Context: an optimization exercise on an open-source flow, tuned for small area, a short achievable clock period and few clock cycles per item. The choices shown serve that exercise and are no tape-out recipe.
Function was checked by simulation only, so behaviour that the tests miss may differ from the original.
Power figures rest on the tool's default switching activity, not on a simulated workload.

==> inputs of exp/cedar <==
==> flow/design.v (excerpt) <==
module sha256_hash_engine (
   input  logic        clock,
   input  logic        reset,
   input  logic        req_valid,
   output logic        req_ready,
   input  logic [7:0]  req_data_byte,
   input  logic        req_byte_present,
   input  logic        req_message_end,
   output logic        rsp_valid,
   input  logic        rsp_ready,
   output logic [31:0] rsp_digest_word,
   output logic [2:0]  rsp_word_index,
   output logic        rsp_last_word
);
   function automatic [31:0] sha_round_k(input [5:0] idx);
      case (idx)
         6'd0:  sha_round_k = 32'h428a2f98;  6'd1:  sha_round_k = 32'h71374491;
         6'd2:  sha_round_k = 32'hb5c0fbcf;  6'd3:  sha_round_k = 32'he9b5dba5;
         6'd4:  sha_round_k = 32'h3956c25b;  6'd5:  sha_round_k = 32'h59f111f1;
         6'd6:  sha_round_k = 32'h923f82a4;  6'd7:  sha_round_k = 32'hab1c5ed5;
         6'd8:  sha_round_k = 32'hd807aa98;  6'd9:  sha_round_k = 32'h12835b01;
         6'd10: sha_round_k = 32'h243185be;  6'd11: sha_round_k = 32'h550c7dc3;
         6'd12: sha_round_k = 32'h72be5d74;  6'd13: sha_round_k = 32'h80deb1fe;
         6'd14: sha_round_k = 32'h9bdc06a7;  6'd15: sha_round_k = 32'hc19bf174;
         6'd16: sha_round_k = 32'he49b69c1;  6'd17: sha_round_k = 32'hefbe4786;
         6'd18: sha_round_k = 32'h0fc19dc6;  6'd19: sha_round_k = 32'h240ca1cc;
         6'd20: sha_round_k = 32'h2de92c6f;  6'd21: sha_round_k = 32'h4a7484aa;
         6'd22: sha_round_k = 32'h5cb0a9dc;  6'd23: sha_round_k = 32'h76f988da;
         6'd24: sha_round_k = 32'h983e5152;  6'd25: sha_round_k = 32'ha831c66d;
         6'd26: sha_round_k = 32'hb00327c8;  6'd27: sha_round_k = 32'hbf597fc7;
         6'd28: sha_round_k = 32'hc6e00bf3;  6'd29: sha_round_k = 32'hd5a79147;
         6'd30: sha_round_k = 32'h06ca6351;  6'd31: sha_round_k = 32'h14292967;
         6'd32: sha_round_k = 32'h27b70a85;  6'd33: sha_round_k = 32'h2e1b2138;
         6'd34: sha_round_k = 32'h4d2c6dfc;  6'd35: sha_round_k = 32'h53380d13;
         6'd36: sha_round_k = 32'h650a7354;  6'd37: sha_round_k = 32'h766a0abb;
         6'd38: sha_round_k = 32'h81c2c92e;  6'd39: sha_round_k = 32'h92722c85;
         6'd40: sha_round_k = 32'ha2bfe8a1;  6'd41: sha_round_k = 32'ha81a664b;
  ...
==> flow/config.mk <==
export PLATFORM = sky130hd
export DESIGN_NAME = sha256_hash_engine
export DESIGN_NICKNAME = sha256_hash_engine
export VERILOG_FILES = /design/flow/design.v
export SDC_FILE = /design/flow/constraint.sdc
export NUM_CORES = 4
export LEC_CHECK = 0
export CAP_MARGIN = 20
export CORE_MARGIN = 2
export CORE_UTILIZATION = 40
export CTS_CLUSTER_DIAMETER = 100
export CTS_CLUSTER_SIZE = 20
export PLACE_DENSITY = 0.6
export SETUP_SLACK_MARGIN = 4.5
export SLEW_MARGIN = 20
==> flow/constraint.sdc <==
create_clock -name core_clock -period 10.0 [get_ports {clock}]
set_input_delay 2.0000 -clock core_clock [delete_from_list [all_inputs] [get_ports {clock}]]
set_output_delay 2.0000 -clock core_clock [all_outputs]
set_load 0.01 [all_outputs]
run.sh (not shown) runs the stock make flow with config.mk's settings and CLKGATE_MAP_FILE= SYNTH_SCRIPT=/design/flow/synth_recipe.tcl, a recipe that flattens the netlist after the stock synthesis.
==> exp/amber (differences from exp/cedar) <==
--- a/flow/design.v
+++ b/flow/design.v
@@ -40,17 +40,17 @@
    input  logic        reset,
    input  logic        rnd_en,      
    input  logic        ld_en,       
    input  logic        first,       
    input  logic        fold_en,     
    input  logic        reinit,      
    input  logic [31:0] k_val,       
    input  logic [31:0] w_val,       
-   input  logic [7:0]  rd_sel,      
+   input  logic [2:0]  rd_idx,
    output logic [31:0] rd_word
 );
    function automatic [31:0] sha_rotr(input [31:0] x, input integer k);
       sha_rotr = (x >> k) | (x << (32 - k));
    endfunction
    function automatic [31:0] csa_s(input [31:0] x, input [31:0] y, input [31:0] z);
       csa_s = x ^ y ^ z;
    endfunction
@@ -98,20 +98,28 @@
    assign t1c   = csa_c(hkw, pick, wd);
    assign se    = csa_s(t1s, t1c, big1);
    assign ce    = csa_c(t1s, t1c, big1);
    assign new_e = ks_add(se, ce);
    assign sum_a = ha3 + wa;
    assign sum_e = he3 + we;
    assign hkw_h  = ld_en ? (first ? IV7 : he2) : wg;
    assign hkw_in = hkw_h + k_val + w_val;
-   assign rd_word = ({32{rd_sel[0]}} & ha0) | ({32{rd_sel[1]}} & ha1) |
-                    ({32{rd_sel[2]}} & ha2) | ({32{rd_sel[3]}} & ha3) |
-                    ({32{rd_sel[4]}} & he0) | ({32{rd_sel[5]}} & he1) |
-                    ({32{rd_sel[6]}} & he2) | ({32{rd_sel[7]}} & he3);
+   always_comb begin
+      case (rd_idx)
+         3'd0: rd_word = ha0;
+         3'd1: rd_word = ha1;
+         3'd2: rd_word = ha2;
+         3'd3: rd_word = ha3;
+         3'd4: rd_word = he0;
+         3'd5: rd_word = he1;
+         3'd6: rd_word = he2;
+         default: rd_word = he3;
+      endcase
+   end
    always_ff @(posedge clock) begin
       if (ld_en) begin
          if (first) begin
             {wa, wb, wc, wd} <= {IV0, IV1, IV2, IV3};
             {we, wf, wg, wh} <= {IV4, IV5, IV6, IV7};
          end else begin
             {wa, wb, wc, wd} <= {sum_a, ha0, ha1, ha2};
             {we, wf, wg, wh} <= {sum_e, he0, he1, he2};
@@ -182,71 +190,79 @@
          6'd54: sha_round_k = 32'h5b9cca4f;  6'd55: sha_round_k = 32'h682e6ff3;
          6'd56: sha_round_k = 32'h748f82ee;  6'd57: sha_round_k = 32'h78a5636f;
          6'd58: sha_round_k = 32'h84c87814;  6'd59: sha_round_k = 32'h8cc70208;
          6'd60: sha_round_k = 32'h90befffa;  6'd61: sha_round_k = 32'ha4506ceb;
          6'd62: sha_round_k = 32'hbef9a3f7;
          default: sha_round_k = 32'hc67178f2;
       endcase
    endfunction
+   logic        q_valid, q_valid_n;
+   logic [7:0]  q_byte;
+   logic        q_present, q_end;
    logic        rdy_ff;
    logic [5:0]  fill, fill_n;           
    logic [31:0] asm_word;               
    logic        blk_rdy, blk_rdy_n;     
    logic        blk_final, blk_final_n;  
    logic        msg_first, msg_first_n;  
    logic        pad, pad_n;             
    logic        mark_owed, mark_owed_n;  
    logic        mark_hi, mark_hi_n;     
    logic [54:0] blkcnt, blkcnt_n;       
    logic [5:0]  endfill, endfill_n;     
    logic        run, run_n;             
    logic        lcyc, lcyc_n;           
    logic [5:0]  kn, kn_n;               
+   logic [31:0] k_ff;                   
    logic        stall, stall_n;         
    logic [3:0]  srot;                   
    logic        w_valid, w_valid_n;     
    logic        w_first, w_first_n, w_final, w_final_n;
    logic        cur_final, cur_final_n;  
    logic        fold_pend, fold_pend_n;  
-   logic        out_busy, out_busy_n;   
+   logic        ob_pend, ob_pend_n;     
    logic [2:0]  oidx, oidx_n;
-   logic [7:0]  osel, osel_n;           
-   logic        xfer, ib_free, req_take, pad_step, ib_shift, rnd_en, ld_en;
-   logic        fold_en, out_take, reinit;
+   logic        rsp_valid_ff;
+   logic [31:0] rsp_word_ff;
+   logic [2:0]  rsp_idx_ff;
+   logic        rsp_last_ff;
+   logic        xfer, ib_free, q_take, pad_step, ib_shift, rnd_en, ld_en;
+   logic        fold_en, out_load, reinit, req_fire;
    logic [3:0]  wi;
    logic [1:0]  kb;
    logic        mh;
    logic [31:0] len_hi, len_lo, pad_word, mark_word, hash_word, w0;
    assign req_ready = rdy_ff;
+   assign req_fire  = req_valid && rdy_ff;
    assign xfer    = blk_rdy && ((!run && !lcyc) || (run && kn == 6'd0) || (lcyc && !w_valid));
    assign ib_free = !blk_rdy || xfer;
-   assign req_take  = req_valid && rdy_ff;    
+   assign q_take  = q_valid && !pad && ib_free;
    assign pad_step = pad && ib_free;
    assign rnd_en  = run && !stall;
    assign ld_en   = lcyc && w_valid;
    assign fold_en = (rnd_en && (kn == 6'd62 || kn == 6'd63 || kn == 6'd0)) || (lcyc && fold_pend);
-   assign out_take = out_busy && rsp_ready;
-   assign reinit  = out_take && (oidx == 3'd7);
+   assign out_load = ob_pend && (!rsp_valid_ff || rsp_ready);
+   assign reinit  = out_load && (oidx == 3'd7);
    assign wi = fill[5:2];
    assign kb = fill[1:0];
    assign mh = mark_hi || (mark_owed && wi[3:1] == 3'b111);
    assign len_hi = blkcnt[54:23];
    assign len_lo = {blkcnt[22:0], endfill, 3'b000};
    assign pad_word = mark_owed ? 32'h80000000 :
                      (!mark_hi && wi == 4'd14) ? len_hi :
                      (!mark_hi && wi == 4'd15) ? len_lo : 32'h0;
    always_comb begin
       case (kb)
          2'd1:    mark_word = {asm_word[7:0], 8'h80, 16'h0};
          2'd2:    mark_word = {asm_word[15:0], 8'h80, 8'h0};
          default: mark_word = {asm_word[23:0], 8'h80};
       endcase
    end
-   assign ib_shift = (req_take && req_byte_present && kb == 2'd0) ||
+   assign ib_shift = (q_take && q_present && kb == 2'd0) ||
                      (pad_step && !(mark_owed && kb != 2'd0));
    sha_msg_window u_window (
       .clock    (clock),
       .ib_shift (ib_shift),
       .asm_word (asm_word),
       .w_load   (xfer),
       .w_rot    (stall),
       .w0       (w0)
@@ -254,48 +270,54 @@
    sha_round_core u_core (
       .clock   (clock),
       .reset   (reset),
       .rnd_en  (rnd_en),
       .ld_en   (ld_en),
       .first   (w_first),
       .fold_en (fold_en),
       .reinit  (reinit),
-      .k_val   (sha_round_k(kn)),
+      .k_val   (k_ff),
       .w_val   (w0),
-      .rd_sel  (osel),
+      .rd_idx  (oidx),
       .rd_word (hash_word)
    );
    always_comb begin
+      q_valid_n   = q_valid;
       fill_n      = fill;
       blk_rdy_n   = blk_rdy;
       blk_final_n = blk_final;
       msg_first_n = msg_first;
       pad_n       = pad;
       mark_owed_n = mark_owed;
       mark_hi_n   = mark_hi;
       blkcnt_n    = blkcnt;
       endfill_n   = endfill;
+      if (req_fire) begin
+         q_valid_n = 1'b1;
+      end else if (q_take) begin
+         q_valid_n = 1'b0;
+      end
       if (xfer) begin
          blk_rdy_n   = 1'b0;
          msg_first_n = blk_final;
       end
-      if (req_take) begin
-         if (req_byte_present) begin
+      if (q_take) begin
+         if (q_present) begin
             fill_n = fill + 6'd1;
             if (fill == 6'd63) begin
                blk_rdy_n   = 1'b1;
                blk_final_n = 1'b0;
                blkcnt_n    = blkcnt + 55'd1;
             end
          end
-         if (req_message_end) begin
+         if (q_end) begin
             pad_n       = 1'b1;
             mark_owed_n = 1'b1;
-            endfill_n   = req_byte_present ? fill + 6'd1 : fill;
+            endfill_n   = q_present ? fill + 6'd1 : fill;
          end
       end else if (pad_step) begin
          fill_n      = {wi + 4'd1, 2'b00};
          mark_owed_n = 1'b0;
          mark_hi_n   = (wi == 4'd15) ? 1'b0 : mh;
          if (wi == 4'd15) begin
             blk_rdy_n   = 1'b1;
             blk_final_n = !mh;
@@ -310,19 +332,18 @@
       run_n       = run;
       lcyc_n      = lcyc;
       kn_n        = kn;
       w_valid_n   = w_valid;
       w_first_n   = w_first;
       w_final_n   = w_final;
       cur_final_n = cur_final;
       fold_pend_n = fold_pend;
-      out_busy_n  = out_busy;
+      ob_pend_n   = ob_pend;
       oidx_n      = oidx;
-      osel_n      = osel;
       if (xfer) begin
          w_valid_n = 1'b1;
          w_first_n = msg_first;
          w_final_n = blk_final;
       end
       if (lcyc) begin
          fold_pend_n = 1'b0;
          if (w_valid) begin
@@ -342,31 +363,30 @@
             lcyc_n      = xfer || cur_final;
          end else begin
             kn_n = kn + 6'd1;
          end
       end else if (!run && xfer) begin
          lcyc_n = 1'b1;
       end
       if (lcyc && fold_pend && cur_final) begin
-         out_busy_n = 1'b1;
-         oidx_n     = 3'd0;
-         osel_n     = 8'h01;
-      end else if (out_take) begin
+         ob_pend_n = 1'b1;
+         oidx_n    = 3'd0;
+      end else if (out_load) begin
          oidx_n = oidx + 3'd1;
-         osel_n = {osel[6:0], osel[7]};
          if (oidx == 3'd7) begin
-            out_busy_n = 1'b0;
+            ob_pend_n = 1'b0;
          end
       end
    end
-   assign stall_n = (rnd_en && kn == 6'd61 && out_busy) ||
-                    (stall && (out_busy || srot != 4'd15));
+   assign stall_n = (rnd_en && kn == 6'd61 && ob_pend) ||
+                    (stall && (ob_pend || srot != 4'd15));
    always_ff @(posedge clock) begin
       if (reset) begin
+         q_valid   <= 1'b0;
          rdy_ff    <= 1'b0;
          fill      <= 6'd0;
          blk_rdy   <= 1'b0;
          blk_final <= 1'b0;
          msg_first <= 1'b1;
          pad       <= 1'b0;
          mark_owed <= 1'b0;
          mark_hi   <= 1'b0;
@@ -377,21 +397,22 @@
          kn        <= 6'd0;
          stall     <= 1'b0;
          srot      <= 4'd0;
          w_valid   <= 1'b0;
          w_first   <= 1'b1;
          w_final   <= 1'b0;
          cur_final <= 1'b0;
          fold_pend <= 1'b0;
-         out_busy  <= 1'b0;
+         ob_pend   <= 1'b0;
          oidx      <= 3'd0;
-         osel      <= 8'h01;
+         rsp_valid_ff <= 1'b0;
       end else begin
-         rdy_ff    <= !pad_n && !blk_rdy_n;
+         q_valid   <= q_valid_n;
+         rdy_ff    <= !q_valid_n || (!pad_n && !blk_rdy_n);
          fill      <= fill_n;
          blk_rdy   <= blk_rdy_n;
          blk_final <= blk_final_n;
          msg_first <= msg_first_n;
          pad       <= pad_n;
          mark_owed <= mark_owed_n;
          mark_hi   <= mark_hi_n;
          blkcnt    <= blkcnt_n;
@@ -401,24 +422,39 @@
          kn        <= kn_n;
          stall     <= stall_n;
          srot      <= stall ? srot + 4'd1 : 4'd0;
          w_valid   <= w_valid_n;
          w_first   <= w_first_n;
          w_final   <= w_final_n;
          cur_final <= cur_final_n;
          fold_pend <= fold_pend_n;
-         out_busy  <= out_busy_n;
+         ob_pend   <= ob_pend_n;
          oidx      <= oidx_n;
-         osel      <= osel_n;
+         if (out_load) begin
+            rsp_valid_ff <= 1'b1;
+         end else if (rsp_ready) begin
+            rsp_valid_ff <= 1'b0;
+         end
+      end
+      if (req_fire) begin
+         q_byte    <= req_data_byte;
+         q_present <= req_byte_present;
+         q_end     <= req_message_end;
       end
-      if (req_take && req_byte_present) begin
-         asm_word <= {asm_word[23:0], req_data_byte};
+      if (q_take && q_present) begin
+         asm_word <= {asm_word[23:0], q_byte};
       end else if (pad_step) begin
          asm_word <= (mark_owed && kb != 2'd0) ? mark_word : pad_word;
       end
+      k_ff <= sha_round_k(kn_n);
+      if (out_load) begin
+         rsp_word_ff <= hash_word;
+         rsp_idx_ff  <= oidx;
+         rsp_last_ff <= (oidx == 3'd7);
+      end
    end
-   assign rsp_valid       = out_busy;
-   assign rsp_digest_word = hash_word;
-   assign rsp_word_index  = oidx;
-   assign rsp_last_word   = osel[7];
+   assign rsp_valid       = rsp_valid_ff;
+   assign rsp_digest_word = rsp_word_ff;
+   assign rsp_word_index  = rsp_idx_ff;
+   assign rsp_last_word   = rsp_last_ff;
 endmodule
 `default_nettype wire
- CTS_CLUSTER_DIAMETER: 100 -> not set
- CTS_CLUSTER_SIZE: 20 -> not set
- SETUP_SLACK_MARGIN: 4.5 -> 5
==> exp/yarrow (differences from exp/cedar) <==
- CTS_CLUSTER_DIAMETER: 100 -> 90
- CTS_CLUSTER_SIZE: 20 -> 24
- SETUP_SLACK_MARGIN: 4.5 -> 5
- TNS_END_PERCENT: not set -> 10
==> exp/lagoon (differences from exp/cedar) <==
- CORE_UTILIZATION: 40 -> 55
- PLACE_DENSITY: 0.6 -> 0.75
- SETUP_SLACK_MARGIN: 4.5 -> 5
==> summary of the runs <==
- Maximum frequency, lowest first: exp/cedar, exp/yarrow, exp/lagoon, exp/amber.
- In exp/amber the design area is larger than in exp/lagoon, by about 6%.
- Synthesized area is the same in exp/cedar and exp/lagoon.
- Total power, highest first: exp/amber, exp/yarrow, exp/lagoon, exp/cedar.
- Between exp/amber and exp/cedar, the lower flip-flop and latch count is in exp/cedar (gap 40).
- Clock skew: exp/amber < exp/yarrow < exp/lagoon < exp/cedar.
- Of exp/yarrow and exp/lagoon, exp/yarrow has the higher final cell count (gap 7.1%, measured against exp/lagoon).
- The lowest setup slack belongs to exp/cedar, the highest to exp/amber.
- Against exp/yarrow, the critical path depth of exp/lagoon is higher by 4.
- First-iteration DRC count: exp/amber is lower than exp/cedar (about 3.6%).
Testbench counts of exp/cedar, summed over its fixed seeds: cycles 24,047, messages 192.
Testbench counts of exp/amber, summed over its fixed seeds: cycles 24,062, messages 192.
Testbench counts of exp/yarrow, summed over its fixed seeds: cycles 24,047, messages 192.
Testbench counts of exp/lagoon, summed over its fixed seeds: cycles 24,047, messages 192.

what the ideal ports hide:
The results above use ideal ports. As a check the final layouts listed here were re-extracted and re-timed, cells and wires unchanged. Step 1 assumes that a clkbuf_16 drives the clock port and a buf_2 every other input. Step 2 also shifts input and output timing later by t, the mid clock arrival at the registers, as if the neighbouring blocks saw the same clock. Three values: ideal ports, drivers, drivers and shift; two values: the first two.
| run | shift t [ns] | setup WS [ns] | worst hold slack (ns) | worst setup path after step 2 | worst slew at a driven data input, ns |
|---|---|---|---|---|---|
| exp/cedar | 0.839 | 4.641 / 4.591 / 3.990 | 0.407 / 0.407 / 0.407 | input to register | 0.08 |
| exp/amber | 0.901 | 5.012 / 5.012 / 4.855 | 0.406 / 0.406 / 0.406 | input to register | 0.11 |
| exp/yarrow | 0.843 | 4.862 / 4.784 / 4.237 | 0.393 / 0.393 / 0.393 | input to register | 0.11 |
| exp/lagoon | 0.842 | 4.958 / 4.890 / 4.133 | 0.395 / 0.395 / 0.395 | input to register | 0.09 |
After both steps setup and hold are still met in every run listed. The setup slack of exp/lagoon, which loses most, moves by -0.068 ns with the drivers and by -0.825 ns with both steps.
